From an optimization exercise on the open Yosys and OpenROAD flow, aimed at a short achievable clock period and few clock cycles; shortcuts taken in it are not production practice. Only simulation tests tie the RTL to the original design; equivalence was not proved. Power and IR drop assume default switching activity.

==> flow/design.v, too long to show whole: its modules and the start of the top module <==
// module rv_decoder: 181 lines
// module rv_alu: 131 lines
// module rv_zero32: 6 lines
// module rv_eq32: 7 lines
// module rv_g_a21oi: 3 lines
// module rv_g_o21ai: 3 lines
// module rv_g_nand2: 3 lines
// module rv_g_nor2: 3 lines
// module rv_g_a22oi: 3 lines
// module rv_g_a222oi: 4 lines
// module rv_g_nand2r: 3 lines
// module rv_g_and2n: 3 lines
// module rv_g_nand3: 3 lines
// module rv_g_nand4: 3 lines
// module rv_g_inv: 3 lines
// module rv_g_xor2: 3 lines
// module rv_g_xnor2: 3 lines
// module rv_add: 59 lines
// module rv_regfile: 32 lines
// module rv_rf_read: 25 lines
// module rv_lsu: 216 lines
// module rv_align: 22 lines
// module rv_stfmt: 13 lines
// module rv_mux2: 10 lines
// module rv_reg: 11 lines
// module rv_reg_r: 17 lines
// module rv_pcinc: 16 lines
// module rv_ftarget: 34 lines
// module rv_auipc_hi: 14 lines
// module rv_jrtarget: 18 lines
// module rv_sel5: 21 lines
// module rv_add2: 7 lines
// module rv_sel4: 18 lines
// module rv_fetch: 312 lines
// module rv_orsel31: 20 lines
// module rv_ctrl: 65 lines
// module rv_core: 474 lines
module rv_core #(
  parameter logic [31:0] boot_addr = 32'h0000_1000,
  parameter logic [31:0] trap_addr = 32'h0000_0100,
  parameter int unsigned num_req   = 3,
  parameter int unsigned num_loads = 4
) (
  input  logic        clk_i,
  input  logic        rst_i,
  output logic [31:0] inst_addr_o,
  input  logic [31:0] inst_data_i,
  output logic        inst_valid_o,
  input  logic        inst_ready_i,
  output logic [31:0] data_qaddr_o,
  output logic        data_qwrite_o,
  output logic [31:0] data_qdata_o,
  output logic [3:0]  data_qstrb_o,
  output logic        data_qvalid_o,
  input  logic        data_qready_i,
  input  logic [31:0] data_pdata_i,
  input  logic        data_pvalid_i
);
  // ...
==> flow/flow/run.sh <==
#!/bin/bash
# Standard layout, with timing repair aimed well below the design's period.
set -euo pipefail
bash standard.sh SETUP_SLACK_MARGIN=9.0 finish > flow_standard.log 2>&1
==> flow/standard.sh <==
#!/bin/bash
# synth_recipe.tcl (not shown) runs the flow's synth.tcl, then flattens the netlist and writes it again
# the make line also repeats each setting of config.mk as NAME=value (left out here)
make -C /OpenROAD-flow-scripts/flow DESIGN_CONFIG=/design/flow/config.mk WORK_HOME=/design/flow/orfs CLKGATE_MAP_FILE= SYNTH_SCRIPT=/design/flow/synth_recipe.tcl "${@:-finish}"
==> flow/config.mk <==
export PLATFORM = sky130hd
export DESIGN_NAME = rv_core
export DESIGN_NICKNAME = rv_core
export VERILOG_FILES = /design/flow/design.v
export SDC_FILE = /design/flow/constraint.sdc
export NUM_CORES = 8
export LEC_CHECK = 0
export ABC_CLOCK_PERIOD_IN_PS = 3500
export CAP_MARGIN = 20
export CORE_MARGIN = 2
export CORE_UTILIZATION = 52
export SLEW_MARGIN = 20
export SYNTH_HIERARCHICAL = 1
==> flow/constraint.sdc <==
create_clock -name core_clock -period 12.5 [get_ports {clk_i}]
set_input_delay 2.5000 -clock core_clock [delete_from_list [all_inputs] [get_ports {clk_i}]]
set_output_delay 2.5000 -clock core_clock [all_outputs]
set_load 0.01 [all_outputs]
==> run summary, run 1 <==
worst hold path depth=0; fmax=approximately 240 MHz; maximum capacitance violations=1; Crit path max-delay family=simple AND/OR/NAND/NOR gates; Internal=25.6 mW; DR DRC count=0; Netlist Area Pre-Place=~0.17 mm2; vias in the first global route=138k; RSZ-0062 raised after global routing=yes; outcome=complete, but fails checks; number of flip-flops under the largest register name=992; Die X=about 580 um; R2R Setup Slk=between 8000 and 9000 ps; Blocking Checks=max-capacitance violations, max-slew violations; Setup crit end kind=flop; Post-DP Area=0.175 mm2; met2 routed WL=about 320000 um; layout sequential cell count=2520; slowest CP cell=nor2_1; Slew @ Worst Pin=1580 ps; stages on the worst setup path=8; Syn Inst Count=17.6k; Sink Count=2520; reg-to-reg startpoint=i_fetch.i_head_oh.q_o[34]$_DFF_P_; Static Leak=between 70 and 80 nW; Routed Antenna Nets=0; Placeable Area=approximately 0.33 mm2; Final Hold Viols=0; Peak VDD IR=around 0.00021 V; Wirelength per Cell=around 36 um; crit-path cells=buf_4 > a22oi_2 > nand4_1 > nor2_1 > nand2_1 > mux2_4 > mux2_4 > mux2_4; Top Registers=i_regfile.regs_q: 992 flops, i_fetch.g_fq.i_ent.q_o: 390 flops; Die Y=between 500 and 600 um; fin. max-slew vios=5
Testbench counts, summed over its fixed seeds: cycles 63,391.
==> inputs of run 2 (changes only) <==
--- a/flow/config.mk
+++ b/flow/config.mk
@@ -7,7 +7,7 @@
 export LEC_CHECK = 0
 export ABC_CLOCK_PERIOD_IN_PS = 3500
-export CAP_MARGIN = 20
+export CAP_MARGIN = 40
 export CORE_MARGIN = 2
 export CORE_UTILIZATION = 52
-export SLEW_MARGIN = 20
+export SLEW_MARGIN = 40
 export SYNTH_HIERARCHICAL = 1
==> run 2 against run 1 <==
The run now finishes clean. Critical path depth stayed put. Clock skew fell by 5.4 ps. Sequential power about the same. Area after synthesis did not move. Die area unchanged. Worst hold slack worse by 24 ps. Sequential share of layout area decreased by 0.38 points. Global-route usage is 1.1 points higher. Largest power group unchanged. Highest routed layer unchanged.
==> run summary, run 2 <==
largest net degree at the start of global routing=177 (unchanged); Die Y=577 um (unchanged); slowest CP cell=nor2_2 (was nor2_1); Die Area=0.333 mm2 (unchanged); Hold Path Class=reg -> reg (unchanged); Hold Path End=e_rd_oh_q[30]$_DFF_P_ (was e_rd_oh_q[4]$_DFF_P_); crit-path cells=buf_4 > a22oi_2 > nand4_1 > nor2_2 > nand2_1 > mux2_4 > mux2_4 > mux2_4 (was buf_4 > a22oi_2 > nand4_1 > nor2_1 > nand2_1 > mux2_4 > mux2_4 > mux2_4); syn avg cell area=9.71 um2 (unchanged); CTS tree=yes (unchanged); Max FO, Critical Path=32 (unchanged); Inst Count DP=21.2k (about the same); Layout area overhead=24.3% (was 22.5%); Peak VDD IR=0.000233 V (was 0.000211 V); Final setup viols=0 (unchanged); setup_tns=0 ps (unchanged); Netlist Area Pre-Place=0.171 mm2 (unchanged); FF-to-FF End=i_s0_a.q_o[13]$_DFF_P_ (was i_s0_a.q_o[10]$_DFF_P_); Final Non-Filler Cells=22.8k (was 22.7k); Top Ports=172 (unchanged); TritonRoute pass-1 iters=14 (was 13); Wirelength per Cell=36.3 um (was 35.9 um); Crit path max-delay family=simple AND/OR/NAND/NOR gates (unchanged); final core occ=0.650 (was 0.640); Sink Count=2520 (unchanged); period utilization=0.323 (was 0.334); DR iter-0 viols=22.8k (was 22.6k); area of the multi-input gates=0.117 mm2 (was 0.116 mm2); row cnt=210 (unchanged); fill count=26.0k (was 26.3k); first-pass GRT wire length=1080000 um (was 1050000 um); CP Class=reg -> reg (unchanged); grt ovf=0 (unchanged); worst hold path depth=0 (unchanged); minimum clock period=4040 ps (was 4170 ps); via count=156k (was 155k); worst clock skew=91.0 ps (was 96.4 ps); Initial Utilization=0.523 (unchanged); vias in the first global route=140k (was 138k); vias per std cell=6.84 (was 6.82); Routed Antenna Nets=0 (unchanged); Tot Pwr=47.8 mW (was 47.7 mW); Static Leak=80.7 nW (was 80.0 nW); # port buffers=169 (unchanged); CTS buffer count=300 (was 299); H-tree depth=5 (unchanged); clock latency at the later pin of the worst-skew pair=1040 ps (was 1020 ps); Setup crit end kind=flop (unchanged); number of flip-flops under the largest register name=992 (unchanged); Final #Nets=18.4k (was 18.3k); root buffer cell=clkbuf_16 (unchanged); outcome=timing/DRC/antenna clean (was complete, but fails checks); most used cell, CP=mux2_4 (unchanged); Syn Inst Count=17.6k (unchanged); Req. time, crit path=13350 ps (was 13340 ps); depth of the worst register-to-register path=8 (unchanged); Critical Path Source Type=flop (unchanged); CP max stage delay=810 ps (was 1060 ps); maximum capacitance violations=0 (was 1); Hold Path Origin=i_fetch.i_s0_sel.q_o[30]$_DFF_P_ (was i_fetch.i_s0_sel.q_o[4]$_DFF_P_); Die X=577 um (unchanged); layout cells sized above 1=0.408 (was 0.396); Final Hold Viols=0 (unchanged); initial antenna violation count=56 (was 53); WP buf/inv=1 (unchanged); Placeable Area=0.327 mm2 (unchanged); commonest non-fill, non-tap cell in the layout=dfxtp_1 (unchanged); fmax=248 MHz (was 240 MHz); DR DRC count=0 (unchanged); fin. max-slew vios=0 (was 5); most flop-heavy register=i_regfile.regs_q (unchanged); FF/Latch Area=0.0552 mm2 (was 0.0551 mm2); hpwl dp=459000 um (was 458000 um); Ys Warns=86 (unchanged); final wirelength=826000 um (was 816000 um); CP Launch Point=i_fetch.i_head_oh.q_o[33]$_DFF_P_ (was i_fetch.i_head_oh.q_o[34]$_DFF_P_); Rel. slew slack=0.291 (was -0.0557); reg-to-reg startpoint=i_fetch.i_head_oh.q_o[33]$_DFF_P_ (was i_fetch.i_head_oh.q_o[34]$_DFF_P_); most frequent cells in the layout=dfxtp_1 (1847), mux2i_1 (1394), nand2_1 (1343), mux2_4 (1214), a22oi_2 (1093) (was dfxtp_1 (1851), mux2i_1 (1377), nand2_1 (1320), mux2_4 (1213), a22oi_2 (1093)); Max clock buf depth=4 (unchanged); Slew @ Worst Pin=1060 ps (was 1580 ps); GRT Total Usage=0.447 (was 0.436); R2R Setup Slk=8460 ps (was 8330 ps); WP data arrival=4890 ps (was 5010 ps); pwr dens=225 mW/mm2 (was 228 mW/mm2); Placer Congestion=1.04 (unchanged); Top Registers=i_regfile.regs_q: 992 flops, i_fetch.g_fq.i_ent.q_o: 390 flops (unchanged); clock transition at the registers of the reported paths=60 ps (was 70 ps); RSZ-0062 raised after global routing=yes (unchanged)
run 2: cell count changes in the layout (fill, tap and decap cells not counted), sizes merged, moves of 2 or more:
cell and change:
clkdlybuf4s50 +2, clkinvlp +7, bufinv +3, bufbuf -6
inv -8, diode -3, clkdlybuf4s15 +2, nand2 +9
clkinv +23, buf +29
run 2: worst max-delay path by stage:
| stage | end | cells after the start |
|---|---|---|
| after floorplan | i_fetch.i_pc_out.q_o[0]$_DFF_P_ | 9 |
| after global placement | i_fetch.g_fq[4].i_ent.q_o[9]$_DFF_P_ | 6 |
| after detailed placement | i_fetch.g_fq[4].i_ent.q_o[9]$_DFF_P_ | 7 |
| after CTS | data_qvalid_o | 1 |
| after global routing | data_qvalid_o | 1 |
| final | i_s0_a.q_o[13]$_DFF_P_ | 8 |
run 2: metal layers:
| layer | wire (um) | vias to the layer above | track usage |
|---|---|---|---|
| met4 | 69200 | 70 | 0.274 |
| met1 | 311000 | 75867 | 0.575 |
| li1 | - | 64718 | - |
| met2 | 319000 | 11605 | 0.618 |
| met5 | 3260 | - | 0.0145 |
| met3 | 124000 | 3501 | 0.181 |
run 2: metrics by stage:
| stage | hold WS (ps) | setup slack (ps) | instance area [um2] |
|---|---|---|---|
| detailed placement | 375 | 6080 | 176000 |
| floorplan | 364 | 7010 | 175000 |
| CTS | 383 | 8480 | 199000 |
| global placement | 375 | 6210 | 175000 |
| finish | 378 | 8460 | 212000 |
| global route | 402 | 8470 | 212000 |
run 2: cell type report:
class	count	area share
repair buffers	1557	0.103
clock inverters	120	0.00652
multi-input cells	13077	0.550
well taps	4346	0.0256
clock buffers	425	0.0403
diodes	31	0.000365
repair inverters	5	0.000347
inverters	702	0.0143
flip-flops and latches	2520	0.260
run 2: worst reg2reg max path, cell delays in order (launching register included):
cell and delay, ps:
dfxtp_2 360, buf_4 400, a22oi_2 380, nand4_1 310, nor2_2 810, nand2_1 630, mux2_4 440, mux2_4 270
mux2_4 250
run 2: power by group:
group          switching [mW]  total, mW  leakage, nW  internal [mW]
sequential               2.67       13.2         21.8           10.5
clock                    3.99       9.18         4.87           5.19
combinational            15.6       25.5         54.1           9.88
run 2: repair_timing:
item | 4_1_cts | 5_1_grt
hold buffers | 0 | 0
hold endpoints to repair | 0 | 0
setup endpoints to repair | 2476 | 2012
gates cloned | 166 | 156
pin swaps | 242 | 375
resized for setup | 2152 | 1656
setup buffers | 402 | 287
==> inputs of run 3 (changes only) <==
--- a/flow/config.mk
+++ b/flow/config.mk
@@ -9,5 +9,5 @@
 export CAP_MARGIN = 40
 export CORE_MARGIN = 2
-export CORE_UTILIZATION = 52
+export CORE_UTILIZATION = 56
 export SLEW_MARGIN = 40
 export SYNTH_HIERARCHICAL = 1
==> run 3 against run 2 <==
Core utilization rose by 6.0 points. Maximum frequency fell by 2.3%. Worst hold slack improved by 17 ps. Sequential power barely moved. Area after synthesis did not move. Largest cell class unchanged. Highest routed layer unchanged.
==> run summary, run 3 <==
final wirelength=836000 um (was 826000 um); Comb pwr share=0.545 (was 0.532); Req. time, crit path=13330 ps (was 13350 ps); GRT Total Usage=0.481 (was 0.447); number of flip-flops under the largest register name=992 (unchanged); CTS buffer count=295 (was 300); CP Launch Point=i_fetch.i_head_oh.q_o[5]$_DFF_P_ (was i_fetch.i_head_oh.q_o[33]$_DFF_P_); pre-CTS WS=6100 ps (was 6080 ps); Final setup viols=0 (unchanged); Critical Path Source Type=flop (unchanged); # hold bufs at CTS=0 (unchanged); row cnt=202 (was 210); switching pwr=22.8 mW (was 22.2 mW); FF-to-FF End=i_s0_b.q_o[8]$_DFF_P_ (was i_s0_a.q_o[13]$_DFF_P_); fin. max-slew vios=0 (unchanged); Placeable Area=0.303 mm2 (was 0.327 mm2); commonest non-fill, non-tap cell in the layout=dfxtp_1 (unchanged); most flop-heavy register=i_regfile.regs_q (unchanged); first-pass GRT wire length=1070000 um (was 1080000 um); fmax=242 MHz (was 248 MHz); largest net degree at the start of global routing=186 (was 177); # port buffers=169 (unchanged); clock latency at the later pin of the worst-skew pair=990 ps (was 1040 ps); pwr dens=228 mW/mm2 (was 225 mW/mm2); Syn Inst Count=17.6k (unchanged); most frequent cells in the layout=dfxtp_1 (1848), mux2i_1 (1400), nand2_1 (1326), mux2_4 (1214), a22oi_2 (1095) (was dfxtp_1 (1847), mux2i_1 (1394), nand2_1 (1343), mux2_4 (1214), a22oi_2 (1093)); Seq pwr share=0.267 (was 0.276); Ys Warns=86 (unchanged); final core occ=0.709 (was 0.650); Setup crit end=i_s0_b.q_o[8]$_DFF_P_ (was i_s0_a.q_o[13]$_DFF_P_); Die Area=0.310 mm2 (was 0.333 mm2); Hold Path Class=reg -> reg (unchanged); Setup crit end kind=flop (unchanged); Final Hold Viols=0 (unchanged); minimum clock period=4140 ps (was 4040 ps); via count=158k (was 156k); TritonRoute pass-1 iters=11 (was 14); Placer Congestion=1.02 (was 1.04); Netlist Area Pre-Place=0.171 mm2 (unchanged); Wirelength per Cell=37.1 um (was 36.3 um); Setup WS post-layout=8360 ps (was 8460 ps); syn avg cell area=9.71 um2 (unchanged); CP Class=reg -> reg (unchanged); Die Y=556 um (was 577 um); CTS tree=yes (unchanged); grt ovf=0 (unchanged); clock share of power=0.188 (was 0.192); Sink Count=2520 (unchanged); Static Leak=81.9 nW (was 80.7 nW); Peak VDD IR=0.000218 V (was 0.000233 V); Die X=556 um (was 577 um); Initial Utilization=0.564 (was 0.523); vias in the first global route=139k (was 140k); Post-DP Area=0.175 mm2 (was 0.176 mm2); root buffer cell=clkbuf_16 (unchanged); fin area=0.215 mm2 (was 0.212 mm2); period utilization=0.331 (was 0.323); hpwl dp=459000 um (about the same); vias per std cell=7.03 (was 6.84); setup_tns=0 ps (unchanged); Routed Antenna Nets=0 (unchanged); Layout area overhead=25.9% (was 24.3%); sw frac=0.466 (was 0.465); Top Ports=172 (unchanged); DR DRC count=0 (unchanged); depth of the worst register-to-register path=8 (unchanged); initial antenna violation count=66 (was 56); maximum capacitance violations=0 (unchanged); R2R Setup Slk=8360 ps (was 8460 ps); Internal=26.2 mW (was 25.6 mW); DR iter-0 viols=23.8k (was 22.8k); Final #Nets=18.4k (about the same); layout cells sized above 1=0.425 (was 0.408); H-tree depth=5 (unchanged); Rel. slew slack=0.173 (was 0.291); RSZ-0062 raised after global routing=yes (unchanged); Top Registers=i_regfile.regs_q: 992 flops, i_fetch.g_fq.i_ent.q_o: 390 flops (unchanged); clock transition at the registers of the reported paths=70 ps (was 60 ps); worst clock skew=62.9 ps (was 91.0 ps); Max FO, Critical Path=29 (was 32); Slew @ Worst Pin=1240 ps (was 1060 ps); WP data arrival=4970 ps (was 4890 ps); Max clock buf depth=4 (unchanged); reg-to-reg startpoint=i_fetch.i_head_oh.q_o[5]$_DFF_P_ (was i_fetch.i_head_oh.q_o[33]$_DFF_P_); outcome=timing/DRC/antenna clean (unchanged)
[run 3: changes by cell type in the layout (fill, tap and decap cells not counted), moves of 17 or more]
cell,delta
nor2b_1,+59
nor2_4,+41
diode_2,+19
nor2b_4,-50
dfxtp_2,+20
nor2_1,-36
dfxtp_4,-21
a211oi_1,-191
a211oi_2,+189
nand2_1,-17
o21ai_2,+26
buf_4,+62
o21ai_1,-24
buf_12,+42
[run 3: worst min path at each step]
stage	from	end	slack [ps]	depth (start not counted)
after floorplan	i_fetch.i_s0_sel.q_o[10]$_DFF_P_	e_rd_oh_q[10]$_DFF_P_	360	0
after global placement	i_fetch.i_s0_sel.q_o[16]$_DFF_P_	e_rd_oh_q[16]$_DFF_P_	380	0
after detailed placement	i_fetch.i_s0_sel.q_o[16]$_DFF_P_	e_rd_oh_q[16]$_DFF_P_	380	0
after CTS	i_fetch.i_s0_sel.q_o[16]$_DFF_P_	e_rd_oh_q[16]$_DFF_P_	390	0
after global routing	i_fetch.i_s0_sel.q_o[16]$_DFF_P_	e_rd_oh_q[16]$_DFF_P_	410	0
final	i_fetch.i_s0_sel.q_o[16]$_DFF_P_	e_rd_oh_q[16]$_DFF_P_	400	0
[run 3: worst max-delay path: stages, from the launching register on]
cell	delay, ps
dfxtp_2	470
buf_4	420
a22oi_2	300
nand4_1	330
nor2_2	830
nand2_1	630
mux2_4	450
mux2_4	280
mux2_4	260
[run 3: metrics by stage]
step	power (mW)	hold WS, ps	cells
6_report	49.0	396	22512
2_1_floorplan	26.6	364	17609
3_5_place_dp	33.9	384	20820
5_1_grt	50.0	410	22473
4_1_cts	45.0	394	21896
3_3_place_gp	33.7	383	20814
[run 3: layout make-up]
| cell class | count | area (um2) |
|---|---|---|
| multi-input cells | 13055 | 118000 |
| fillers | 22553 | 88100 |
| flip-flops and latches | 2520 | 55100 |
| repair buffers | 1664 | 23300 |
| clock buffers | 430 | 8750 |
| well taps | 3978 | 4980 |
| inverters | 702 | 3250 |
| clock inverters | 104 | 1290 |
| repair inverters | 9 | 138 |
| diodes | 50 | 125 |
[run 3: power by group through the flow]
stage	logic, mW	clock network, mW	registers, mW
5_1_grt	27.4	9.47	13.1
3_3_place_gp	20.7	0	13.0
2_1_floorplan	14.2	0	12.5
6_report	26.7	9.21	13.1
4_1_cts	23.0	9.15	12.9
3_5_place_dp	20.9	0	13.0
[run 3: per-layer routing]
layer / up-vias / GRT usage / wire [um]
li1: 64856 / - / -
met1: 77110 / 0.617 / 310000
met3: 3715 / 0.200 / 131000
met2: 12443 / 0.657 / 319000
met5: - / 0.0386 / 3300
met4: 64 / 0.303 / 71800
[run 3: timing repair]
action / in CTS / in global routing
cloned: 150 / 146
gates resized for setup: 2093 / 2262
setup buffers: 392 / 414
pin swaps: 173 / 541
setup endpoints to repair: 2441 / 2035
==> module rv_regfile, before the edit <==
module rv_regfile (
  input  logic        clk_i,
  input  logic        clr_i,
  input  logic [31:0] rsel_a_i,    
  input  logic [31:0] rsel_b_i,
  input  logic [31:0] wsel0_i,     
  input  logic [31:0] wdata0_i,
  input  logic [31:0] wsel1_i,
  input  logic [31:0] wdata1_i,
  output logic [31:0] rdata_a_o,
  output logic [31:0] rdata_b_o
);
  logic [31:0] regs_q [1:31];
  always_ff @(posedge clk_i) begin
    for (int i = 1; i < 32; i++) begin
      if (clr_i) begin
        regs_q[i] <= '0;
      end else if (wsel1_i[i]) begin
        regs_q[i] <= wdata1_i;
      end else if (wsel0_i[i]) begin
        regs_q[i] <= wdata0_i;
      end
    end
  end
  logic [32*32-1:0] regs_flat;
  assign regs_flat[31:0] = '0;
  for (genvar g = 1; g < 32; g++) begin : g_flat
    assign regs_flat[32*g +: 32] = regs_q[g];
  end
  rv_rf_read i_read_a (.sel_i (rsel_a_i), .regs_i (regs_flat), .data_o (rdata_a_o));
  rv_rf_read i_read_b (.sel_i (rsel_b_i), .regs_i (regs_flat), .data_o (rdata_b_o));
endmodule
==> module rv_lsu, before the edit <==
module rv_lsu #(
  parameter int unsigned num_req     = 3,   
  parameter int unsigned num_loads   = 4    
) (
  input  logic        clk_i,
  input  logic        rst_i,
  input  logic        req_valid_i,
  input  logic [31:0] req_addr_i,
  input  logic [31:0] req_wdata_i,
  input  logic        req_write_i,
  input  logic [1:0]  req_size_i,
  input  logic        req_is_signed_i,
  input  logic [4:0]  req_tag_i,
  input  logic        req_pend_i,      
  input  logic [2:0]  req_wid_i,
  output logic [2:0]  lid_push_o,      
  input  logic        kill_i,
  input  logic [4:0]  kill_tag_i,
  output logic        rsp_dead_o,
  output logic [num_req-1:0]   req_busy_o,
  output logic [num_loads-1:0] ld_busy_o,
  output logic        rsp_valid_o,
  output logic [4:0]  rsp_tag_o,
  output logic [31:0] rsp_data_o,      
  output logic [31:0] rsp_fwd_o,       
  output logic [31:0] data_qaddr_o,
  output logic        data_qwrite_o,
  output logic [31:0] data_qdata_o,
  output logic [3:0]  data_qstrb_o,
  output logic        data_qvalid_o,
  input  logic        data_qready_i,
  input  logic [31:0] data_pdata_i,
  input  logic        data_pvalid_i
);
  logic [2:0]  lid_pop_q;           
  logic [2:0]  lid_push_q;          
  logic [num_req-1:0] qv_q;
  logic        qw_q [num_req];
  logic [29:0] qa_q [num_req];
  logic [3:0]  qs_q [num_req];
  logic [31:0] qd_q [num_req];
  logic        qp_q [num_req];
  logic [2:0]  qi_q [num_req];
  logic [1:0]  qz_q [num_req];
  logic [31:0] new_data;
  logic [3:0]  new_strb;
  logic        qpop;
  logic [31:0] rsp_data;
  logic [66:0] head_d;
  logic [66:0] head_q;
  logic        head_keep;
  rv_stfmt i_fmt_new (.x_i (req_wdata_i), .sz_i (req_size_i), .y_o (new_data));
  always_comb begin
    case (req_size_i)
      ls_byte: new_strb = 4'b0001 << req_addr_i[1:0];
      ls_half: new_strb = 4'b0011 << req_addr_i[1:0];
      default: new_strb = 4'b1111;
    endcase
  end
  logic        qp_e [num_req];
  logic [31:0] qd_e [num_req];
  for (genvar g = 0; g < num_req; g++) begin : g_fill
    logic        fill;
    logic [31:0] fdata;
    rv_stfmt i_fmt (.x_i (rsp_data), .sz_i (qz_q[g]), .y_o (fdata));
    assign fill    = data_pvalid_i && qp_q[g] && (qi_q[g] == lid_pop_q);
    assign qp_e[g] = qp_q[g] && !fill;
    if (g == 0) begin : g_h
      assign qd_e[g] = fill ? fdata : head_q[31:0];
    end else begin : g_t
      assign qd_e[g] = fill ? fdata : qd_q[g];
    end
  end
  assign qpop = data_qvalid_o && data_qready_i;
  logic [num_req-1:0] qv_d;
  always_comb begin
    for (int i = 0; i < num_req; i++) begin
      logic vs;
      logic vp;
      vs = qpop ? ((i + 1 < num_req) ? qv_q[(i+1) % num_req] : 1'b0) : qv_q[i];
      vp = (i == 0) ? 1'b1 : (qpop ? qv_q[i] : qv_q[(i+num_req-1) % num_req]);
      qv_d[i] = vs || (req_valid_i && vp);
    end
  end
  always_ff @(posedge clk_i or posedge rst_i) begin
    if (rst_i) begin
      qv_q       <= '0;
      lid_pop_q  <= '0;
      lid_push_q <= '0;
    end else begin
      qv_q <= qv_d;
      if (data_pvalid_i) begin
        lid_pop_q <= lid_pop_q + 3'd1;
      end
      if (req_valid_i && !req_write_i) begin
        lid_push_q <= lid_push_q + 3'd1;
      end
    end
  end
  always_ff @(posedge clk_i) begin
    for (int i = 0; i < num_req; i++) begin
      logic vs;
      vs = qpop ? ((i + 1 < num_req) ? qv_q[(i+1) % num_req] : 1'b0) : qv_q[i];
      if (!vs) begin
        qp_q[i] <= req_pend_i;
        qi_q[i] <= req_wid_i;
        qz_q[i] <= req_size_i;
        if (i != 0) begin
          qw_q[i] <= req_write_i;
          qa_q[i] <= req_addr_i[31:2];
          qs_q[i] <= new_strb;
          qd_q[i] <= new_data;
        end
      end else if (qpop && (i + 1 < num_req)) begin
        qp_q[i] <= qp_e[(i+1) % num_req];
        qi_q[i] <= qi_q[(i+1) % num_req];
        qz_q[i] <= qz_q[(i+1) % num_req];
        if (i != 0) begin
          qw_q[i] <= qw_q[(i+1) % num_req];
          qa_q[i] <= qa_q[(i+1) % num_req];
          qs_q[i] <= qs_q[(i+1) % num_req];
          qd_q[i] <= qd_e[(i+1) % num_req];
        end
      end else begin
        qp_q[i] <= qp_e[i];
        if (i != 0) begin
          qd_q[i] <= qd_e[i];
        end
      end
    end
  end
  assign head_keep = qpop ? qv_q[1] : qv_q[0];
  assign head_d    = !head_keep ? {req_write_i, req_addr_i[31:2], new_strb, new_data} :
                     qpop       ? {qw_q[1], qa_q[1], qs_q[1], qd_e[1]} :
                                  {head_q[66:32], qd_e[0]};
  rv_reg #(.W(67)) i_head (.clk_i (clk_i), .d_i (head_d), .q_o (head_q));
  logic qv0_d;
  logic qp0_d;
  assign qp0_d = !head_keep ? req_pend_i : (qpop ? qp_e[1] : qp_e[0]);
  assign qv0_d = qv_d[0] && !qp0_d;
  rv_reg_r #(.W(1), .RV(1'b0)) i_qv_out (.clk_i (clk_i), .rst_i (rst_i), .d_i (qv0_d),
                                         .q_o (data_qvalid_o));
  assign req_busy_o    = qv_q;
  assign lid_push_o    = lid_push_q;
  assign data_qwrite_o = head_q[66];
  assign data_qaddr_o  = {head_q[65:36], 2'b00};
  assign data_qstrb_o  = head_q[35:32];
  assign data_qdata_o  = head_q[31:0];
  logic [num_loads-1:0] lv_q;
  logic [4:0]  lt_q  [num_loads];
  logic [1:0]  lz_q  [num_loads];
  logic        lg_q  [num_loads];
  logic [1:0]  lo_q  [num_loads];
  logic        ld_q  [num_loads];    
  logic        lpush;
  logic        lpop;
  assign lpush = req_valid_i && !req_write_i;
  assign lpop  = data_pvalid_i;
  always_ff @(posedge clk_i or posedge rst_i) begin
    if (rst_i) begin
      lv_q <= '0;
    end else begin
      for (int i = 0; i < num_loads; i++) begin
        logic vs;
        logic vp;
        vs = lpop ? ((i + 1 < num_loads) ? lv_q[(i+1) % num_loads] : 1'b0) : lv_q[i];
        vp = (i == 0) ? 1'b1 : (lpop ? lv_q[i] : lv_q[(i+num_loads-1) % num_loads]);
        lv_q[i] <= vs || (lpush && vp);
      end
    end
  end
  always_ff @(posedge clk_i) begin
    for (int i = 0; i < num_loads; i++) begin
      logic vs;
      vs = lpop ? ((i + 1 < num_loads) ? lv_q[(i+1) % num_loads] : 1'b0) : lv_q[i];
      if (!vs) begin
        lt_q[i] <= req_tag_i;
        lz_q[i] <= req_size_i;
        lg_q[i] <= req_is_signed_i;
        lo_q[i] <= req_addr_i[1:0];
        ld_q[i] <= 1'b0;
      end else if (lpop && (i + 1 < num_loads)) begin
        lt_q[i] <= lt_q[(i+1) % num_loads];
        lz_q[i] <= lz_q[(i+1) % num_loads];
        lg_q[i] <= lg_q[(i+1) % num_loads];
        lo_q[i] <= lo_q[(i+1) % num_loads];
        ld_q[i] <= ld_q[(i+1) % num_loads] ||
                   (kill_i && (lt_q[(i+1) % num_loads] == kill_tag_i));
      end else begin
        ld_q[i] <= ld_q[i] || (kill_i && (lt_q[i] == kill_tag_i));
      end
    end
  end
  assign ld_busy_o   = lv_q;
  assign rsp_valid_o = data_pvalid_i;
  assign rsp_tag_o   = lt_q[0];
  assign rsp_dead_o  = ld_q[0];
  logic [1:0] nh_off;
  logic [1:0] nh_size;
  logic       nh_sign;
  logic       nh_keep;
  logic [7:0] ctl_d;
  logic [7:0] ctl_q;
  assign nh_keep = lpop ? lv_q[1] : lv_q[0];
  assign nh_off  = !nh_keep ? req_addr_i[1:0] : (lpop ? lo_q[1] : lo_q[0]);
  assign nh_size = !nh_keep ? req_size_i      : (lpop ? lz_q[1] : lz_q[0]);
  assign nh_sign = !nh_keep ? req_is_signed_i : (lpop ? lg_q[1] : lg_q[0]);
  assign ctl_d   = {nh_sign,
                    nh_size == ls_byte, nh_size == ls_half,
                    nh_size != ls_byte && nh_size != ls_half,
                    nh_off == 2'd3, nh_off == 2'd2, nh_off == 2'd1, nh_off == 2'd0};
  rv_reg #(.W(8)) i_ctl (.clk_i (clk_i), .d_i (ctl_d), .q_o (ctl_q));
  rv_align #(.COPY(0)) i_al_q  (.p_i (data_pdata_i), .ctl_i (ctl_q), .y_o (rsp_data));
  rv_align #(.COPY(1)) i_al_rf (.p_i (data_pdata_i), .ctl_i (ctl_q), .y_o (rsp_data_o));
  rv_align #(.COPY(2)) i_al_fw (.p_i (data_pdata_i), .ctl_i (ctl_q), .y_o (rsp_fwd_o));
endmodule
==> module rv_core, before the edit <==
module rv_core #(
  parameter logic [31:0] boot_addr = 32'h0000_1000,
  parameter logic [31:0] trap_addr = 32'h0000_0100,
  parameter int unsigned num_req   = 3,
  parameter int unsigned num_loads = 4
) (
  input  logic        clk_i,
  input  logic        rst_i,
  output logic [31:0] inst_addr_o,
  input  logic [31:0] inst_data_i,
  output logic        inst_valid_o,
  input  logic        inst_ready_i,
  output logic [31:0] data_qaddr_o,
  output logic        data_qwrite_o,
  output logic [31:0] data_qdata_o,
  output logic [3:0]  data_qstrb_o,
  output logic        data_qvalid_o,
  input  logic        data_qready_i,
  input  logic [31:0] data_pdata_i,
  input  logic        data_pvalid_i
);
  logic        fetch_en;
  logic        fetch_on;
  logic        redir;
  logic [31:0] redir_target;
  logic        s0_take;
  logic [31:0] s0n_rs1_oh, s0n_rs2_oh;
  logic [4:0]  s0n_rs1, s0n_rs2;
  logic [31:0] s0n_instr, s0n_pc;
  logic        s0n_pt, s0n_v;
  logic        s0_v;
  logic [31:0] s0_instr, s0_pc, s0_rs1, s0_rs2, s0_rd;
  logic        s0_pt, s0_u1, s0_u2, s0_wl, s0_ld, s0_mem, s0_st;
  logic [1:0]  s0_imlo;
  logic        s0_szh, s0_szw;
  assign inst_valid_o = fetch_en;
  rv_fetch #(
    .boot_addr (boot_addr)
  ) i_fetch (
    .clk_i          (clk_i),
    .rst_i          (rst_i),
    .inst_data_i    (inst_data_i),
    .inst_ready_i   (inst_ready_i),
    .redir_i        (redir),
    .keep_s0_i      (h_redir),
    .redir_target_i (redir_target),
    .s0_take_i      (s0_take),
    .s0n_rs1_oh_o   (s0n_rs1_oh),
    .s0n_rs2_oh_o   (s0n_rs2_oh),
    .s0n_rs1_o      (s0n_rs1),
    .s0n_rs2_o      (s0n_rs2),
    .s0n_instr_o    (s0n_instr),
    .s0n_pc_o       (s0n_pc),
    .s0n_pt_o       (s0n_pt),
    .s0n_v_o        (s0n_v),
    .pc_o           (inst_addr_o),
    .fetch_en_o     (fetch_en),
    .fetch_on_o     (fetch_on),
    .s0_v_o         (s0_v),
    .s0_instr_o     (s0_instr),
    .s0_pc_o        (s0_pc),
    .s0_pt_o        (s0_pt),
    .s0_rs1_o       (s0_rs1),
    .s0_rs2_o       (s0_rs2),
    .s0_rd_o        (s0_rd),
    .s0_u1_o        (s0_u1),
    .s0_u2_o        (s0_u2),
    .s0_wl_o        (s0_wl),
    .s0_ld_o        (s0_ld),
    .s0_mem_o       (s0_mem),
    .s0_st_o        (s0_st),
    .s0_imlo_o      (s0_imlo),
    .s0_szh_o       (s0_szh),
    .s0_szw_o       (s0_szw)
  );
  logic        dc_sel_add, dc_sel_slt, dc_sel_xor, dc_sel_or, dc_sel_and;
  logic        dc_sel_sll, dc_sel_srl, dc_sel_link;
  logic        dc_sub, dc_cmp_signed, dc_sra;
  logic        dc_opb_imm, dc_opa_pc, dc_opa_zero;
  logic [31:0] dc_imm;
  logic [31:0] dc_bj_imm;
  logic [4:0]  dc_rd, dc_rs1, dc_rs2;
  logic        dc_write_rd;
  logic        dc_is_branch, dc_is_jalr, dc_is_load, dc_is_store;
  logic        dc_is_signed;
  logic [1:0]  dc_ls_size;
  logic        dc_illegal;
  rv_decoder i_decoder (
    .instr_i      (s0_instr),
    .sel_add_o    (dc_sel_add),
    .sel_slt_o    (dc_sel_slt),
    .sel_xor_o    (dc_sel_xor),
    .sel_or_o     (dc_sel_or),
    .sel_and_o    (dc_sel_and),
    .sel_sll_o    (dc_sel_sll),
    .sel_srl_o    (dc_sel_srl),
    .sel_link_o   (dc_sel_link),
    .sub_o        (dc_sub),
    .cmp_signed_o (dc_cmp_signed),
    .sra_o        (dc_sra),
    .opb_imm_o    (dc_opb_imm),
    .opa_pc_o     (dc_opa_pc),
    .opa_zero_o   (dc_opa_zero),
    .imm_o        (dc_imm),
    .bj_imm_o     (dc_bj_imm),
    .rd_o         (dc_rd),
    .rs1_o        (dc_rs1),
    .rs2_o        (dc_rs2),
    .uses_rs1_o   (),
    .uses_rs2_o   (),
    .write_rd_o   (dc_write_rd),
    .is_branch_o  (dc_is_branch),
    .is_jal_o     (),
    .is_jalr_o    (dc_is_jalr),
    .is_load_o    (dc_is_load),
    .is_store_o   (dc_is_store),
    .is_signed_o  (dc_is_signed),
    .ls_size_o    (dc_ls_size),
    .illegal_o    (dc_illegal)
  );
  logic [31:0] d_bj_sum;
  logic [31:0] d_pc4;
  logic        d_near;
  assign d_bj_sum = s0_pc + dc_bj_imm;
  assign d_pc4    = s0_pc + 32'd4;
  assign d_near   = (dc_bj_imm[31:4] == 28'd0) && (dc_bj_imm[3:2] != 2'b00);
  logic        ev_q;
  logic [31:0] e_opa_q, e_opb_q, e_link_q, e_alt_q;
  logic        e_sel_add_q, e_sel_sub_q, e_sel_slt_q, e_sel_xor_q, e_sel_or_q, e_sel_and_q;
  logic        e_sel_sll_q, e_sel_srl_q, e_sel_link_q;
  logic        e_cmp_signed_q, e_sra_q;
  logic        e_is_branch_q, e_pt_q, e_is_jalr_q;
  logic        e_is_auipc_q, e_jr_ok_q;
  logic [31:0] e_negimm_q;
  logic        e_addimm_q;
  logic        e_write_q, e_illegal_q;
  logic [2:0]  e_f3_q;
  logic        e_near_q;
  logic [1:0]  e_skip_n_q;
  logic [4:0]  e_rd_q;
  logic [31:0] e_rd_oh_q;
  logic [31:0] e_result;
  logic [31:0] e_result_rf;
  logic        e_kill;
  logic        e_redir;
  logic        er_q;
  logic [31:0] er_tgt_q;
  logic [31:0] e_target;
  logic        e_skip;
  logic [4:0]  rsp_tag;
  logic        rsp_dead;
  logic        rsp_live;
  logic [31:0] rsp_data;
  logic [31:0] rsp_fwd;
  logic [31:0] rsp_oh;
  logic [num_req-1:0]   req_busy;
  logic [num_loads-1:0] ld_busy;
  logic [31:0] sb_q;
  logic [1:0]  kill_cnt_q;
  logic        fix_q;
  logic [31:0] fix_pc_q;
  logic        stall_n, stall_r;
  logic        d_busy1;
  logic        d_busy2;
  logic        e_hit1, e_hit2, t_hit1, t_hit2;
  rv_ctrl #(
    .num_req   (num_req),
    .num_loads (num_loads)
  ) i_ctrl (
    .s0_rs1_i   (s0_rs1),
    .s0_rs2_i   (s0_rs2),
    .s0_rd_i    (s0_rd),
    .s0_u1_i    (s0_u1),
    .s0_u2_i    (s0_u2),
    .s0_wl_i    (s0_wl),
    .s0_ld_i    (s0_ld),
    .s0_mem_i   (s0_mem),
    .is_store_i (s0_st),
    .rs1_i      (dc_rs1),
    .rs2_i      (dc_rs2),
    .s0_rd_idx_i (dc_rd),
    .sb_i       (sb_q),
    .rsp_tag_i  (rsp_tag),
    .rsp_live_i (!rsp_dead),
    .req_busy_i (req_busy),
    .ld_busy_i  (ld_busy),
    .e_fwd_i    (ev_q && e_write_q),
    .e_rd_i     (e_rd_q),
    .fix_i      (fix_q),
    .stall_n_o  (stall_n),
    .stall_r_o  (stall_r),
    .e_hit1_o   (e_hit1),
    .e_hit2_o   (e_hit2),
    .t_hit1_o   (t_hit1),
    .t_hit2_o   (t_hit2),
    .rsp_oh_o   (rsp_oh),
    .busy1_o    (d_busy1),
    .busy2_o    (d_busy2)
  );
  logic d_stall;
  logic kill_pending;
  logic d_pop;
  logic d_issue;
  logic d_killed;
  logic r_hit1, r_hit2;
  assign d_stall      = data_pvalid_i ? stall_r : stall_n;
  assign kill_pending = (kill_cnt_q != 2'd0);
  assign d_pop        = s0_v && (kill_pending || !d_stall);
  logic take_n, take_r;
  assign take_n = !s0_v || kill_pending || !stall_n;
  assign take_r = !s0_v || kill_pending || !stall_r;
  rv_mux2 #(.W(1)) i_take (.s_i (data_pvalid_i), .a_i (take_r), .b_i (take_n), .y_o (s0_take));
  assign d_issue      = s0_v && !kill_pending && !d_stall && !er_q;
  assign d_killed     = s0_v && !fix_q && !er_q && (kill_pending || (!d_stall && e_skip));
  assign rsp_live     = data_pvalid_i && !rsp_dead;
  assign r_hit1       = rsp_live && t_hit1;
  assign r_hit2       = rsp_live && t_hit2;
  logic d_wkill;
  assign d_wkill = d_issue && !e_kill && s0_wl && (dc_rd != 5'd0) && !d_misaligned;
  logic d_br0, d_known, d_zero, e_zero, d_taken, d_mis, d_redir;
  rv_eq32 i_e_zero (.a_i (e_opa_q), .b_i (e_negimm_q), .eq_o (e_zero));
  assign d_br0   = dc_is_branch && s0_pt && (s0_instr[14:13] == 2'b00) && (dc_rs2 == 5'd0);
  assign d_known = d_br0 && e_hit1 && e_addimm_q;
  assign d_zero  = e_zero;
  assign d_taken = s0_instr[12] ? !d_zero : d_zero;
  assign d_mis   = d_known && !d_taken;
  assign d_redir = s0_v && !kill_pending && d_mis && !er_q;
  logic [31:0] s0_negimm_q;
  logic        e_may_kill_q;    
  logic        h_br0, h_addi, h_zero, h_taken, h_redir;
  logic [31:0] h_pc4;
  always_ff @(posedge clk_i) begin
    if (s0_take) begin
      s0_negimm_q <= -{{20{s0n_instr[31]}}, s0n_instr[31:20]};
    end
  end
  rv_eq32 i_h_zero (.a_i (rf_a), .b_i (s0_negimm_q), .eq_o (h_zero));
  assign h_br0   = s0n_v && s0n_pt && (s0n_instr[6:0] == opc_branch) &&
                   (s0n_instr[14:13] == 2'b00) && (s0n_instr[24:20] == 5'd0) &&
                   (s0n_instr[19:15] == dc_rd);
  assign h_addi  = dc_sel_add && !dc_sub && dc_opb_imm && dc_write_rd && (dc_rd != 5'd0) &&
                   !dc_opa_zero && !dc_opa_pc && !e_hit1 && !r_hit1;
  assign h_taken = s0n_instr[12] ? !h_zero : h_zero;
  assign h_redir = h_br0 && h_addi && !h_taken && d_issue && !(ev_q && e_may_kill_q);
  assign h_pc4   = s0n_pc + 32'd4;
  assign redir        = er_q || fix_q || d_redir || h_redir;
  assign redir_target = fix_q ? fix_pc_q : (er_q ? er_tgt_q : (d_redir ? d_pc4 : h_pc4));
  always_ff @(posedge clk_i or posedge rst_i) begin
    if (rst_i) begin
      kill_cnt_q <= '0;
      fix_q      <= 1'b0;
      er_q       <= 1'b0;
    end else begin
      er_q <= e_redir;
      if (e_redir) begin
        kill_cnt_q <= '0;
      end else begin
        kill_cnt_q <= kill_cnt_q + (e_skip ? e_skip_n_q : 2'd0) - {1'b0, d_killed};
      end
      fix_q <= d_killed && s0_pt && !e_redir;
    end
  end
  always_ff @(posedge clk_i) begin
    fix_pc_q <= d_pc4;
    er_tgt_q <= e_target;
  end
  logic [31:0] rf_a, rf_b;
  rv_regfile i_regfile (
    .clk_i     (clk_i),
    .clr_i     (!fetch_on),
    .rsel_a_i  (s0n_rs1_oh),
    .rsel_b_i  (s0n_rs2_oh),
    .wsel0_i   ((ev_q && e_write_q && !e_illegal_q) ? e_rd_oh_q : 32'd0),
    .wdata0_i  (e_result_rf),
    .wsel1_i   (rsp_live ? rsp_oh : 32'd0),
    .wdata1_i  (rsp_data),
    .rdata_a_o (rd_a),
    .rdata_b_o (rd_b)
  );
  logic [31:0] rd_a, rd_b;
  logic        ew_n1, ew_n2, ew_c1, ew_c2, rw_n1, rw_n2, rw_c1, rw_c2;
  logic [31:0] cap_a, cap_b;
  logic        e_wr;
  assign e_wr  = ev_q && e_write_q && !e_illegal_q;
  assign ew_n1 = e_wr && (e_rd_q == s0n_rs1);
  assign ew_n2 = e_wr && (e_rd_q == s0n_rs2);
  assign ew_c1 = e_wr && (e_rd_q == dc_rs1);
  assign ew_c2 = e_wr && (e_rd_q == dc_rs2);
  assign rw_n1 = rsp_live && (rsp_tag == s0n_rs1) && (s0n_rs1 != 5'd0);
  assign rw_n2 = rsp_live && (rsp_tag == s0n_rs2) && (s0n_rs2 != 5'd0);
  assign rw_c1 = rsp_live && (rsp_tag == dc_rs1) && (dc_rs1 != 5'd0);
  assign rw_c2 = rsp_live && (rsp_tag == dc_rs2) && (dc_rs2 != 5'd0);
  logic [31:0] na_r, nb_r, na, nb, ha_r, hb_r, ha, hb;
  rv_mux2 #(.W(32)) i_na_r (.s_i (rw_n1), .a_i (rsp_fwd), .b_i (rd_a), .y_o (na_r));
  rv_mux2 #(.W(32)) i_nb_r (.s_i (rw_n2), .a_i (rsp_fwd), .b_i (rd_b), .y_o (nb_r));
  rv_mux2 #(.W(32)) i_na_e (.s_i (ew_n1), .a_i (e_result_rf), .b_i (na_r), .y_o (na));
  rv_mux2 #(.W(32)) i_nb_e (.s_i (ew_n2), .a_i (e_result_rf), .b_i (nb_r), .y_o (nb));
  rv_mux2 #(.W(32)) i_ha_r (.s_i (rw_c1), .a_i (rsp_fwd), .b_i (rf_a), .y_o (ha_r));
  rv_mux2 #(.W(32)) i_hb_r (.s_i (rw_c2), .a_i (rsp_fwd), .b_i (rf_b), .y_o (hb_r));
  rv_mux2 #(.W(32)) i_ha_e (.s_i (ew_c1), .a_i (e_result_rf), .b_i (ha_r), .y_o (ha));
  rv_mux2 #(.W(32)) i_hb_e (.s_i (ew_c2), .a_i (e_result_rf), .b_i (hb_r), .y_o (hb));
  rv_mux2 #(.W(32)) i_cap_a (.s_i (s0_take), .a_i (na), .b_i (ha), .y_o (cap_a));
  rv_mux2 #(.W(32)) i_cap_b (.s_i (s0_take), .a_i (nb), .b_i (hb), .y_o (cap_b));
  rv_reg #(.W(32)) i_s0_a (.clk_i (clk_i), .d_i (cap_a), .q_o (rf_a));
  rv_reg #(.W(32)) i_s0_b (.clk_i (clk_i), .d_i (cap_b), .q_o (rf_b));
  logic [31:0] opa_early, opb_early;
  logic [31:0] opa_r, opb_r;
  logic [31:0] opa_d, opb_d;
  logic        opa_reg, opb_reg;
  assign opa_reg   = !dc_opa_zero && !dc_opa_pc;
  assign opb_reg   = !dc_opb_imm;
  assign opa_early = dc_opa_zero ? 32'd0 : (dc_opa_pc ? s0_pc : rf_a);
  assign opb_early = dc_opb_imm ? dc_imm : rf_b;
  rv_mux2 #(.W(32)) i_opa_r (.s_i (r_hit1 && opa_reg), .a_i (rsp_fwd), .b_i (opa_early), .y_o (opa_r));
  rv_mux2 #(.W(32)) i_opb_r (.s_i (r_hit2 && opb_reg), .a_i (rsp_fwd), .b_i (opb_early), .y_o (opb_r));
  rv_mux2 #(.W(32)) i_opa_e (.s_i (e_hit1 && opa_reg), .a_i (e_result), .b_i (opa_r), .y_o (opa_d));
  rv_mux2 #(.W(32)) i_opb_e (.s_i (e_hit2 && opb_reg), .a_i (e_result), .b_i (opb_r), .y_o (opb_d));
  logic [31:0] d_addr;
  logic [31:0] d_wdata;
  logic        d_misaligned;
  logic        d_req;
  logic d_addr_co;
  rv_add #(.W(32)) i_agu (.a_i (rf_a), .b_i (dc_imm), .s_o (d_addr), .co_o (d_addr_co), .con_o ());
  rv_mux2 #(.W(32)) i_wdata (.s_i (r_hit2), .a_i (rsp_fwd), .b_i (rf_b), .y_o (d_wdata));
  logic [1:0] d_addr_lo;
  rv_add2 i_agu_lo (.a_i (rf_a[1:0]), .b_i (s0_imlo), .s_o (d_addr_lo));
  assign d_misaligned = s0_mem && ((s0_szh && d_addr_lo[0]) ||
                                   (s0_szw && (d_addr_lo != 2'b00)));
  assign d_req = d_issue && s0_mem && !d_misaligned && !e_kill;
  always_ff @(posedge clk_i or posedge rst_i) begin
    if (rst_i) begin
      ev_q <= 1'b0;
    end else begin
      ev_q <= d_issue && !e_kill;
    end
  end
  always_ff @(posedge clk_i) begin
    e_opa_q        <= opa_d;
    e_opb_q        <= opb_d;
    e_link_q       <= d_pc4;
    e_alt_q        <= s0_pt ? d_pc4 : d_bj_sum;
    e_sel_add_q    <= dc_sel_add && !dc_sub;
    e_sel_sub_q    <= dc_sel_add && dc_sub;
    e_sel_slt_q    <= dc_sel_slt;
    e_sel_xor_q    <= dc_sel_xor;
    e_sel_or_q     <= dc_sel_or;
    e_sel_and_q    <= dc_sel_and;
    e_sel_sll_q    <= dc_sel_sll;
    e_sel_srl_q    <= dc_sel_srl;
    e_sel_link_q   <= dc_sel_link;
    e_cmp_signed_q <= dc_cmp_signed;
    e_sra_q        <= dc_sra;
    e_is_branch_q  <= dc_is_branch;
    e_pt_q         <= d_known ? d_taken : s0_pt;
    e_negimm_q     <= -dc_imm;
    e_addimm_q     <= dc_sel_add && !dc_sub && dc_opb_imm && dc_write_rd;
    e_near_q       <= dc_is_branch && !s0_pt && d_near;
    e_skip_n_q     <= dc_bj_imm[3:2] - 2'd1;
    e_is_jalr_q    <= dc_is_jalr;
    e_may_kill_q   <= dc_is_branch || dc_is_jalr || dc_illegal || d_misaligned;
    e_is_auipc_q   <= (s0_instr[6:0] == opc_auipc);
    e_jr_ok_q      <= s0_pt && ev_q && e_is_auipc_q && (e_rd_q == dc_rs1) &&
                      (e_link_q == s0_pc);
    e_write_q      <= dc_write_rd && (dc_rd != 5'd0);
    e_illegal_q    <= dc_illegal || d_misaligned;
    e_f3_q         <= s0_instr[14:12];
    e_rd_q         <= dc_rd;
    e_rd_oh_q      <= s0_rd;
  end
  rv_alu #(
    .trap_addr (trap_addr)
  ) i_alu (
    .opa_i        (e_opa_q),
    .opb_i        (e_opb_q),
    .link_i       (e_link_q),
    .alt_i        (e_alt_q),
    .sel_add_i    (e_sel_add_q),
    .sel_sub_i    (e_sel_sub_q),
    .sel_slt_i    (e_sel_slt_q),
    .sel_xor_i    (e_sel_xor_q),
    .sel_or_i     (e_sel_or_q),
    .sel_and_i    (e_sel_and_q),
    .sel_sll_i    (e_sel_sll_q),
    .sel_srl_i    (e_sel_srl_q),
    .sel_link_i   (e_sel_link_q),
    .cmp_signed_i (e_cmp_signed_q),
    .sra_i        (e_sra_q),
    .valid_i      (ev_q),
    .is_branch_i  (e_is_branch_q),
    .f3_i         (e_f3_q),
    .pt_i         (e_pt_q),
    .near_i       (e_near_q),
    .skip_n_i     (e_skip_n_q),
    .is_jalr_i    (e_is_jalr_q),
    .jr_ok_i      (e_jr_ok_q),
    .trap_i       (e_illegal_q),
    .result_o     (e_result),
    .result_rf_o  (e_result_rf),
    .redir_o      (e_redir),
    .target_o     (e_target),
    .skip_o       (e_skip),
    .kill_o       (e_kill)
  );
  logic [2:0] lid_push;
  logic [2:0] reg_lid_q [1:31];
  logic       d_st_pend;
  logic [2:0] d_st_wid;
  always_ff @(posedge clk_i) begin
    for (int i = 1; i < 32; i++) begin
      if (d_req && dc_is_load && s0_rd[i]) begin
        reg_lid_q[i] <= lid_push;
      end
    end
  end
  always_comb begin
    d_st_wid = '0;
    for (int i = 1; i < 32; i++) begin
      d_st_wid = d_st_wid | ({3{s0_rs2[i]}} & reg_lid_q[i]);
    end
  end
  assign d_st_pend = dc_is_store && d_busy2 && !r_hit2;
  always_ff @(posedge clk_i or posedge rst_i) begin
    if (rst_i) begin
      sb_q <= '0;
    end else begin
      logic [31:0] sb_d;
      sb_d = sb_q;
      if (rsp_live) begin
        sb_d = sb_d & ~rsp_oh;
      end
      if (d_wkill && !dc_is_load) begin
        sb_d = sb_d & ~s0_rd;
      end
      if (d_req && dc_is_load) begin
        sb_d = sb_d | s0_rd;
      end
      sb_q <= sb_d;
    end
  end
  rv_lsu #(
    .num_req   (num_req),
    .num_loads (num_loads)
  ) i_lsu (
    .clk_i           (clk_i),
    .rst_i           (rst_i),
    .req_valid_i     (d_req),
    .req_addr_i      (d_addr),
    .req_wdata_i     (d_wdata),
    .req_write_i     (dc_is_store),
    .req_size_i      (dc_ls_size),
    .req_is_signed_i (dc_is_signed),
    .req_tag_i       (dc_rd),
    .req_pend_i      (d_st_pend),
    .req_wid_i       (d_st_wid),
    .lid_push_o      (lid_push),
    .kill_i          (d_wkill),
    .kill_tag_i      (dc_rd),
    .rsp_dead_o      (rsp_dead),
    .req_busy_o      (req_busy),
    .ld_busy_o       (ld_busy),
    .rsp_valid_o     (),
    .rsp_tag_o       (rsp_tag),
    .rsp_data_o      (rsp_data),
    .rsp_fwd_o       (rsp_fwd),
    .data_qaddr_o    (data_qaddr_o),
    .data_qwrite_o   (data_qwrite_o),
    .data_qdata_o    (data_qdata_o),
    .data_qstrb_o    (data_qstrb_o),
    .data_qvalid_o   (data_qvalid_o),
    .data_qready_i   (data_qready_i),
    .data_pdata_i    (data_pdata_i),
    .data_pvalid_i   (data_pvalid_i)
  );
endmodule
==> inputs of run 4 (changes only) <==
--- a/flow/design.v
+++ b/flow/design.v
@@ -506,8 +506,8 @@
       if (clr_i) begin
         regs_q[i] <= '0;
-      end else if (wsel1_i[i]) begin
-        regs_q[i] <= wdata1_i;
       end else if (wsel0_i[i]) begin
         regs_q[i] <= wdata0_i;
+      end else if (wsel1_i[i]) begin
+        regs_q[i] <= wdata1_i;
       end
     end
@@ -573,5 +573,7 @@
   output logic        rsp_valid_o,
   output logic [4:0]  rsp_tag_o,
-  output logic [31:0] rsp_data_o,      
+  output logic        wb_live_o,
+  output logic [4:0]  wb_tag_o,
+  output logic [31:0] wb_data_o,
   output logic [31:0] rsp_fwd_o,       
   output logic [31:0] data_qaddr_o,
@@ -585,4 +587,6 @@
 );
   logic [2:0]  lid_pop_q;           
+  logic        wb_v_q;              
+  logic [2:0]  wb_lid_q;            
   logic [2:0]  lid_push_q;          
   logic [num_req-1:0] qv_q;
@@ -614,6 +618,6 @@
     logic        fill;
     logic [31:0] fdata;
-    rv_stfmt i_fmt (.x_i (rsp_data), .sz_i (qz_q[g]), .y_o (fdata));
-    assign fill    = data_pvalid_i && qp_q[g] && (qi_q[g] == lid_pop_q);
+    rv_stfmt i_fmt (.x_i (wb_data_o), .sz_i (qz_q[g]), .y_o (fdata));
+    assign fill    = wb_v_q && qp_q[g] && (qi_q[g] == wb_lid_q);
     assign qp_e[g] = qp_q[g] && !fill;
     if (g == 0) begin : g_h
@@ -763,5 +767,18 @@
   rv_reg #(.W(8)) i_ctl (.clk_i (clk_i), .d_i (ctl_d), .q_o (ctl_q));
   rv_align #(.COPY(0)) i_al_q  (.p_i (data_pdata_i), .ctl_i (ctl_q), .y_o (rsp_data));
-  rv_align #(.COPY(1)) i_al_rf (.p_i (data_pdata_i), .ctl_i (ctl_q), .y_o (rsp_data_o));
+  always_ff @(posedge clk_i or posedge rst_i) begin
+    if (rst_i) begin
+      wb_v_q    <= 1'b0;
+      wb_live_o <= 1'b0;
+    end else begin
+      wb_v_q    <= data_pvalid_i;
+      wb_live_o <= data_pvalid_i && !ld_q[0];
+    end
+  end
+  always_ff @(posedge clk_i) begin
+    wb_lid_q  <= lid_pop_q;
+    wb_tag_o  <= lt_q[0];
+    wb_data_o <= rsp_data;
+  end
   rv_align #(.COPY(2)) i_al_fw (.p_i (data_pdata_i), .ctl_i (ctl_q), .y_o (rsp_fwd_o));
 endmodule
@@ -1520,5 +1537,8 @@
   logic        rsp_dead;
   logic        rsp_live;
-  logic [31:0] rsp_data;
+  logic        wb_live;
+  logic [4:0]  wb_tag;
+  logic [31:0] wb_data;
+  logic [31:0] wb_oh;
   logic [31:0] rsp_fwd;
   logic [31:0] rsp_oh;
@@ -1642,6 +1662,6 @@
     .wsel0_i   ((ev_q && e_write_q && !e_illegal_q) ? e_rd_oh_q : 32'd0),
     .wdata0_i  (e_result_rf),
-    .wsel1_i   (rsp_live ? rsp_oh : 32'd0),
-    .wdata1_i  (rsp_data),
+    .wsel1_i   (wb_live ? wb_oh : 32'd0),
+    .wdata1_i  (wb_data),
     .rdata_a_o (rd_a),
     .rdata_b_o (rd_b)
@@ -1661,6 +1681,16 @@
   assign rw_c2 = rsp_live && (rsp_tag == dc_rs2) && (dc_rs2 != 5'd0);
   logic [31:0] na_r, nb_r, na, nb, ha_r, hb_r, ha, hb;
-  rv_mux2 #(.W(32)) i_na_r (.s_i (rw_n1), .a_i (rsp_fwd), .b_i (rd_a), .y_o (na_r));
-  rv_mux2 #(.W(32)) i_nb_r (.s_i (rw_n2), .a_i (rsp_fwd), .b_i (rd_b), .y_o (nb_r));
+  logic        wb_n1, wb_n2;
+  logic [31:0] rd_a2, rd_b2;
+  always_comb begin
+    wb_oh    = 32'd1 << wb_tag;
+    wb_oh[0] = 1'b0;
+  end
+  assign wb_n1 = wb_live && (wb_tag == s0n_rs1) && (s0n_rs1 != 5'd0);
+  assign wb_n2 = wb_live && (wb_tag == s0n_rs2) && (s0n_rs2 != 5'd0);
+  assign rd_a2 = wb_n1 ? wb_data : rd_a;
+  assign rd_b2 = wb_n2 ? wb_data : rd_b;
+  rv_mux2 #(.W(32)) i_na_r (.s_i (rw_n1), .a_i (rsp_fwd), .b_i (rd_a2), .y_o (na_r));
+  rv_mux2 #(.W(32)) i_nb_r (.s_i (rw_n2), .a_i (rsp_fwd), .b_i (rd_b2), .y_o (nb_r));
   rv_mux2 #(.W(32)) i_na_e (.s_i (ew_n1), .a_i (e_result_rf), .b_i (na_r), .y_o (na));
   rv_mux2 #(.W(32)) i_nb_e (.s_i (ew_n2), .a_i (e_result_rf), .b_i (nb_r), .y_o (nb));
@@ -1830,5 +1860,7 @@
     .rsp_valid_o     (),
     .rsp_tag_o       (rsp_tag),
-    .rsp_data_o      (rsp_data),
+    .wb_live_o       (wb_live),
+    .wb_tag_o        (wb_tag),
+    .wb_data_o       (wb_data),
     .rsp_fwd_o       (rsp_fwd),
     .data_qaddr_o    (data_qaddr_o),
==> run 4 against run 3 <==
Maximum frequency rose by 3.7%. Largest cell class unchanged. Combinational power fell by 7%. Clock skew rose by 33 ps. Still clean.
==> run summary, run 4 <==
outcome=timing/DRC/antenna clean (unchanged); vias in the first global route=138k (was 139k); worst hold path depth=0 (unchanged); via count=151k (was 158k); TritonRoute pass-1 iters=6 (was 11); CP Class=reg -> out (was reg -> reg); Peak VDD IR=0.000217 V (was 0.000218 V); syn avg cell area=9.80 um2 (was 9.71 um2); Layout area overhead=17.7% (was 25.9%); number of flip-flops under the largest register name=992 (unchanged); crit-path cells=buf_6 (was buf_4 > a22oi_2 > nand4_1 > nor2_2 > nand2_1 > mux2_4 > mux2_4 > mux2_4); final core occ=0.663 (was 0.709); Wirelength per Cell=35.5 um (was 37.1 um); layout cells sized above 1=0.355 (was 0.425); Final Hold Viols=0 (unchanged); Top Ports=172 (unchanged); FF/Latch Area=0.0560 mm2 (was 0.0551 mm2); Hold Path Origin=i_lsu.lid_pop_q[2]$_DFFE_PP0P_ (was i_fetch.i_s0_sel.q_o[16]$_DFF_P_); RSZ-0062 raised after global routing=yes (unchanged); grt ovf=0 (unchanged); CP max stage delay=420 ps (was 830 ps); DR iter-0 viols=21.9k (was 23.8k); first-pass GRT wire length=1070000 um (about the same); routing usage on met1=0.625 (was 0.617); minimum clock period=3990 ps (was 4140 ps); WP buf/inv=1 (unchanged); GRT Total Usage=0.476 (was 0.481); Placeable Area=0.306 mm2 (was 0.303 mm2); pwr dens=233 mW/mm2 (was 228 mW/mm2); Die Area=0.312 mm2 (was 0.310 mm2); Req. time, crit path=10000 ps (was 13330 ps); initial antenna violation count=55 (was 66); M2 GR Usage=0.650 (was 0.657); Rel. slew slack=0.349 (was 0.173); Sink Count=2562 (was 2520); GRT busiest layer=met2 (unchanged); largest net degree at the start of global routing=169 (was 186); worst clock skew=96.1 ps (was 62.9 ps); final wirelength=788000 um (was 836000 um); CTS tree=yes (unchanged); Crit path max-delay family=flip-flops (was simple AND/OR/NAND/NOR gates); most flop-heavy register=i_regfile.regs_q (unchanged); Hold Path Class=reg -> reg (unchanged); most frequent cells in the layout=dfxtp_1 (1866), mux2i_1 (1438), nand2_1 (1313), mux2_4 (1236), a22oi_2 (1109) (was dfxtp_1 (1848), mux2i_1 (1400), nand2_1 (1326), mux2_4 (1214), a22oi_2 (1095)); Syn Inst Count=17.6k (about the same); period utilization=0.319 (was 0.331); Setup crit end kind=output port (was flop); clock latency at the later pin of the worst-skew pair=980 ps (was 990 ps); maximum capacitance violations=0 (unchanged); Slew @ Worst Pin=976 ps (was 1240 ps); H-tree depth=5 (unchanged); depth of the worst register-to-register path=9 (was 8); slowest CP cell=dfxtp_4 (was nor2_2); area of the multi-input gates=0.113 mm2 (was 0.118 mm2); FF-to-FF End=i_s0_a.q_o[30]$_DFF_P_ (was i_s0_b.q_o[8]$_DFF_P_); Die Y=558 um (was 556 um); hpwl dp=483000 um (was 459000 um); Final setup viols=0 (unchanged); R2R Setup Slk=8610 ps (was 8360 ps); Static Leak=78.9 nW (was 81.9 nW); Top Registers=i_regfile.regs_q: 992 flops, i_fetch.g_fq.i_ent.q_o: 390 flops (unchanged); Tot Pwr=47.2 mW (was 49.0 mW); Die X=558 um (was 556 um); fill count=24.6k (was 22.6k); fmax=251 MHz (was 242 MHz); Critical Path Source Type=flop (unchanged); clock transition at the registers of the reported paths=60 ps (was 70 ps); grt met3 use=0.186 (was 0.200); setup_tns=0 ps (unchanged); commonest non-fill, non-tap cell in the layout=dfxtp_1 (unchanged); DR DRC count=0 (unchanged); Final #Nets=18.0k (was 18.4k); Ys Warns=86 (unchanged); Routed Antenna Nets=0 (unchanged); Netlist Area Pre-Place=0.172 mm2 (was 0.171 mm2); vias per std cell=6.82 (was 7.03); # port buffers=169 (unchanged); Placer Congestion=1.05 (was 1.02); CTS buffer count=301 (was 295); row cnt=203 (was 202); Max FO, Critical Path=1 (was 29); Initial Utilization=0.563 (was 0.564); root buffer cell=clkbuf_16 (unchanged); fin. max-slew vios=0 (unchanged); Hold Path End=i_lsu.wb_lid_q[2]$_DFF_P_ (was e_rd_oh_q[16]$_DFF_P_); Max clock buf depth=4 (unchanged); # hold bufs at CTS=0 (unchanged); reg-to-reg startpoint=i_fetch.i_head_oh.q_o[42]$_DFF_P_ (was i_fetch.i_head_oh.q_o[5]$_DFF_P_); WP data arrival=1490 ps (was 4970 ps)
[run 4: how the worst max path moves through the flow]
stage	startpoint	end	slack [ps]	cells past startpoint
floorplan	data_pvalid_i	i_fetch.i_pc_out.q_o[0]$_DFF_P_	7010	9
global placement	data_pvalid_i	i_s0_b.q_o[29]$_DFF_P_	5990	6
detailed placement	data_pvalid_i	i_fetch.g_fq[2].i_ent.q_o[10]$_DFF_P_	6080	7
CTS	i_lsu.i_qv_out.q_o$_DFF_PP0_	data_qvalid_o	8510	1
global route	i_fetch.i_pc_out.q_o[31]$_DFF_P_	inst_addr_o[31]	8520	1
finish	i_fetch.i_pc_out.q_o[31]$_DFF_P_	inst_addr_o[31]	8510	1
[run 4: through the flow]
stage	hold WS (ps)	std cells	setup slack (ps)	area, um2
global placement	368	20923	5990	176000
finish	389	22184	8510	203000
detailed placement	369	20952	6080	177000
CTS	381	21880	8510	196000
floorplan	359	17574	7010	175000
global route	394	22164	8520	203000
[run 4: routing by layer]
metal | up-vias | wire length, um | part of all wire
li1 | 63880 | - | -
met1 | 74460 | 308000 | 0.39
met2 | 10451 | 309000 | 0.39
met3 | 2534 | 113000 | 0.14
met4 | 54 | 57000 | 0.072
met5 | - | 621 | 0.00079
[run 4: power breakdown]
part	leakage [nW]	total (mW)	internal (mW)	switching, mW
logic	52.1	24.9	9.48	15.4
registers	21.9	13.1	10.6	2.54
clock network	4.91	9.16	5.22	3.95
total	78.9	47.2	25.3	21.9
[run 4: final cells by class]
class	count	area share
diodes	22	0.000272
inverters	672	0.0132
clock inverters	107	0.00662
clock buffers	439	0.0428
multi-input cells	12991	0.556
well taps	4100	0.0253
repair buffers	1289	0.0789
repair inverters	2	0.000191
flip-flops and latches	2562	0.277
[run 4: repair_timing]
item | in CTS | in global routing
pin swaps | 151 | 221
gates resized for setup | 1791 | 855
setup buffers | 297 | 201
cloned | 85 | 67
endpoints found under the setup margin | 2486 | 1770
Testbench counts of run 4, summed over its fixed seeds: cycles 63,503.

static timing again, ports no longer ideal:
The flow's constraints put no driver on any port. The routed layouts listed below were extracted and timed again, unchanged, in two steps. Step 1, drivers: a clkbuf_16 drives clk_i and a buf_2 each remaining input, both assumed. Step 2, shift: input delay + t, output delay - t, t = (earliest + latest rising clock arrival at the registers) / 2. This alone moves slack from input paths to output paths. Three values: ideal ports, drivers, drivers and shift; two values: the first two.
run | t, ns | setup slack, ns | hold WS [ns]
run 1 | 1.078 | 8.327 / 8.327 / 7.407 | 0.402 / 0.402 / 0.402
run 2 | 1.099 | 8.460 / 8.375 / 7.460 | 0.378 / 0.378 / 0.378
run 3 | 1.067 | 8.363 / 8.363 / 7.449 | 0.396 / 0.396 / 0.396
run 4 | 1.044 | 8.510 / 8.395 / 7.588 | 0.389 / 0.389 / 0.389
The setup slack of run 2, which loses most, moves by -0.085 ns with the drivers and by -1.000 ns with both steps.
